Context: an optimization exercise on an open-source flow, tuned for small area, a short achievable clock period and few clock cycles. The choices shown serve that exercise and are no tape-out recipe. In this exercise RTL edits were held to simulation tests only and were not proved equivalent to the original. Power figures rest on the tool's default switching activity, not on a simulated workload.

Design tlv_digest_list_validator, start of the top module:
module tlv_digest_list_validator (
	input  logic        clk,
	input  logic        arst_n,
	input  logic        s_axis_tvalid,
	output logic        s_axis_tready,
	input  logic [39:0] s_axis_tdata,   
	input  logic        s_axis_tuser,   
	output logic        m_axis_tvalid,
	input  logic        m_axis_tready,
	output logic [15:0] m_axis_tdata,   
	output logic [2:0]  m_axis_tuser,   
	output logic        m_axis_tlast    
);
	logic        first;
	logic [31:0] tl;
	logic [7:0]  b;
	assign first = s_axis_tuser;
	assign tl    = s_axis_tdata[31:0];
	assign b     = s_axis_tdata[39:32];
	logic        open_q, failed_q, vld_q;
	logic [4:0]  algo_q;
	logic [31:0] ot_q, il_q, vl_q;
	logic [2:0]  hc_q;
	logic [1:0]  field_q;
	logic        fb_q, nest_q, val_q, pf_q;
	logic [1:0]  kind_q;
	logic [7:0]  byte_q;
	logic        done_q;
	logic take;
	assign s_axis_tready = !vld_q || m_axis_tready;
	assign take          = s_axis_tvalid && s_axis_tready;
	logic [31:0] avail, len;
	logic [23:0] len_hi;
	logic        hi_gt, hi_eq, lo_ge;
	logic        hdr_end_out, hc0, hc1, hc5, len0, len_ge, dig_bad, fail_end, fail_c, enter_nest;
	logic        ol_one, il_one, vl_one, vl_two;
	assign avail  = nest_q ? il_q : ot_q;           
	assign len    = {vl_q[23:0], b};                
	assign hc0    = (hc_q == 3'd0);
	assign hc1    = (hc_q == 3'd1);
	assign hc5    = (hc_q == 3'd5);
	assign len0   = (len == 32'd0);
	assign len_hi = vl_q[23:0];
	assign hi_gt  = (len_hi > avail[31:8]);
	assign hi_eq  = (len_hi == avail[31:8]);
	assign lo_ge  = (b >= avail[7:0]);
	assign len_ge = hi_gt || (hi_eq && lo_ge);
  ...
Size: roughly 880 cells after synthesis, about 120 flip-flops, ~67 I/O pins.
==> flow/config.mk <==
export PLATFORM = sky130hd
export DESIGN_NAME = tlv_digest_list_validator
export DESIGN_NICKNAME = tlv_digest_list_validator
export VERILOG_FILES = /design/flow/design.v
export SDC_FILE = /design/flow/constraint.sdc
export NUM_CORES = 4
export LEC_CHECK = 0
export CAP_MARGIN = 20
export CORE_MARGIN = 2
export CORE_UTILIZATION = 40
export CTS_BUF_LIST = sky130_fd_sc_hd__clkbuf_8
export SETUP_SLACK_MARGIN = 3.1
export SLEW_MARGIN = 20
==> flow/constraint.sdc <==
create_clock -name core_clock -period 6.0 [get_ports {clk}]
set_input_delay 1.2000 -clock core_clock [delete_from_list [all_inputs] [get_ports {clk}]]
set_output_delay 1.2000 -clock core_clock [all_outputs]
set_load 0.01 [all_outputs]
run.sh (not shown) runs the stock make flow with config.mk's settings and CLKGATE_MAP_FILE= SYNTH_SCRIPT=/design/flow/synth_recipe.tcl, a recipe that flattens the netlist after the stock synthesis.
The first run produced a clean layout.
Testbench counts at the start, summed over its fixed seeds: cycles 61,216.
Rerun with:
==> flow/flow/run.sh (new file) <==
#!/bin/bash
# Standard layout with two changes: the port buffers are the smallest plain buffer instead
# of the delay buffer buffer_ports picks by default (repair may still upsize them), and the
# clock tree is built from smaller buffers without dummy loads.
set -o pipefail
export BUFFER_PORTS_ARGS="-buffer_cell sky130_fd_sc_hd__buf_1"
export CTS_ARGS="-sink_clustering_enable -repair_clock_nets -buf_list sky130_fd_sc_hd__clkbuf_8 -dont_use_dummy_load"
bash standard.sh > standard.log 2>&1
==> flow/standard.sh (new file) <==
#!/bin/bash
# synth_recipe.tcl (not shown) runs the flow's synth.tcl, then flattens the netlist and writes it again
# the make line also repeats each setting of config.mk as NAME=value (left out here)
make -C /OpenROAD-flow-scripts/flow DESIGN_CONFIG=/design/flow/config.mk WORK_HOME=/design/flow/orfs CLKGATE_MAP_FILE= SYNTH_SCRIPT=/design/flow/synth_recipe.tcl "${@:-finish}"
--- a/flow/config.mk
+++ b/flow/config.mk
@@ -9,5 +9,5 @@
 export CORE_MARGIN = 2
 export CORE_UTILIZATION = 40
-export CTS_BUF_LIST = sky130_fd_sc_hd__clkbuf_8
-export SETUP_SLACK_MARGIN = 3.1
+export PLACE_DENSITY = 0.75
+export SETUP_SLACK_MARGIN = 3.3
 export SLEW_MARGIN = 20
removed: flow/run.sh
Total power is lower by 12%.
Synthesized area is unchanged.
Die area is unchanged.
Critical path depth is higher by 7.
Final cell count is lower by 0.60%.
Cell area is lower by about 6%.
Routed wire length is lower by 6.0%.
Clock skew barely changes.
Core utilization is lower by 3.1 points.
Worst setup slack is better by 0.047 ns.
Synthesized cell count does not change.
Rerun with:
--- a/flow/config.mk
+++ b/flow/config.mk
@@ -9,5 +9,5 @@
 export CORE_MARGIN = 2
 export CORE_UTILIZATION = 40
-export PLACE_DENSITY = 0.75
 export SETUP_SLACK_MARGIN = 3.3
 export SLEW_MARGIN = 20
+export TNS_END_PERCENT = 10
Final area shrinks by 0.64%; die area is unchanged; count of clock-buffer cells in the layout does not change; clock skew grows by 0.015 ns; via count shrinks by 4.0%; area after synthesis does not change; cell count barely changes; clock power grows by about 2%; power grows by 0.40%.
Rerun with:
==> flow/flow/run.sh (replaced) <==
#!/bin/bash
# Standard layout with three changes:
#  - synthesis maps the logic with ABC's area-oriented mapper (flow/abc.script in place of
#    ORFS's abc_speed.script) and leaves adders to ABC too (no ADDER_MAP_FILE);
#    everything else in synthesis, registers included, is ORFS's;
#  - the port buffers are the smallest plain buffer instead of the delay buffer buffer_ports
#    picks by default (repair may still upsize them);
#  - the clock tree is built from smaller buffers, without dummy loads.
set -eo pipefail
here=$(pwd)
rm -rf scripts_mod
cp -r "$FLOW_HOME/scripts" scripts_mod
cp flow/abc.script scripts_mod/abc_speed.script
export BUFFER_PORTS_ARGS="-buffer_cell sky130_fd_sc_hd__buf_1"
export CTS_ARGS="-sink_clustering_enable -repair_clock_nets -buf_list sky130_fd_sc_hd__clkbuf_8 -dont_use_dummy_load"
ADDER_MAP_FILE= SCRIPTS_DIR=$here/scripts_mod bash standard.sh synth > synth.log 2>&1
bash standard.sh > standard.log 2>&1
==> flow/flow/abc.script (new file) <==
strash
&get -n
&st
&dch -f
&nf -a -R 1000
&put
--- a/flow/config.mk
+++ b/flow/config.mk
@@ -11,3 +11,2 @@
 export SETUP_SLACK_MARGIN = 3.3
 export SLEW_MARGIN = 20
-export TNS_END_PERCENT = 10
The new run completed without violations. Via count went up by 5.2%. Sequential share of layout area went down by 0.75 points. Clock power went up by about 0.7%. Register-to-register slack got worse by 0.74 ns. Worst hold slack got worse by 0.034 ns. Wire length went up by 2.5%. Global-route usage went up by 2.7 points. Critical path depth went up by 12. First-iteration DRC count went up by 120%. Core utilization went up by 5.4 points.

==> port drivers added, routing unchanged <==
Ports are ideal in the flow. The routed layouts listed here were re-timed in OpenROAD.
Step 1, drivers: a clkbuf_16 drives clk and a buf_2 each remaining input, both assumed.
Step 2 also shifts input and output timing later by t, the mid clock arrival at the registers, as if the neighbouring blocks saw the same clock.
a / b / c = ideal ports / drivers / drivers and shift; a / b = the first two.
| run | shift t [ns] | slack for setup (ns) | hold slack, ns | worst setup path at the end | worst data-port slew with drivers (ns) |
|---|---|---|---|---|---|
| the first run | 0.479 | 3.133 / 3.110 / 2.683 | 0.518 / 0.518 / 0.518 | input to register | 0.04 |
| the second run | 0.479 | 3.180 / 3.180 / 2.782 | 0.505 / 0.505 / 0.505 | input to register | 0.04 |
| the third run | 0.464 | 3.202 / 3.182 / 2.802 | 0.509 / 0.509 / 0.509 | input to register | 0.03 |
| the fourth run | 0.481 | 2.291 / 2.306 / 1.825 | 0.476 / 0.476 / 0.476 | input to register | 0.03 |
After both steps setup and hold are still met in every run listed. For the fourth run, which loses most, drivers alone change the setup slack by +0.015 ns; drivers and shift together by -0.466 ns.
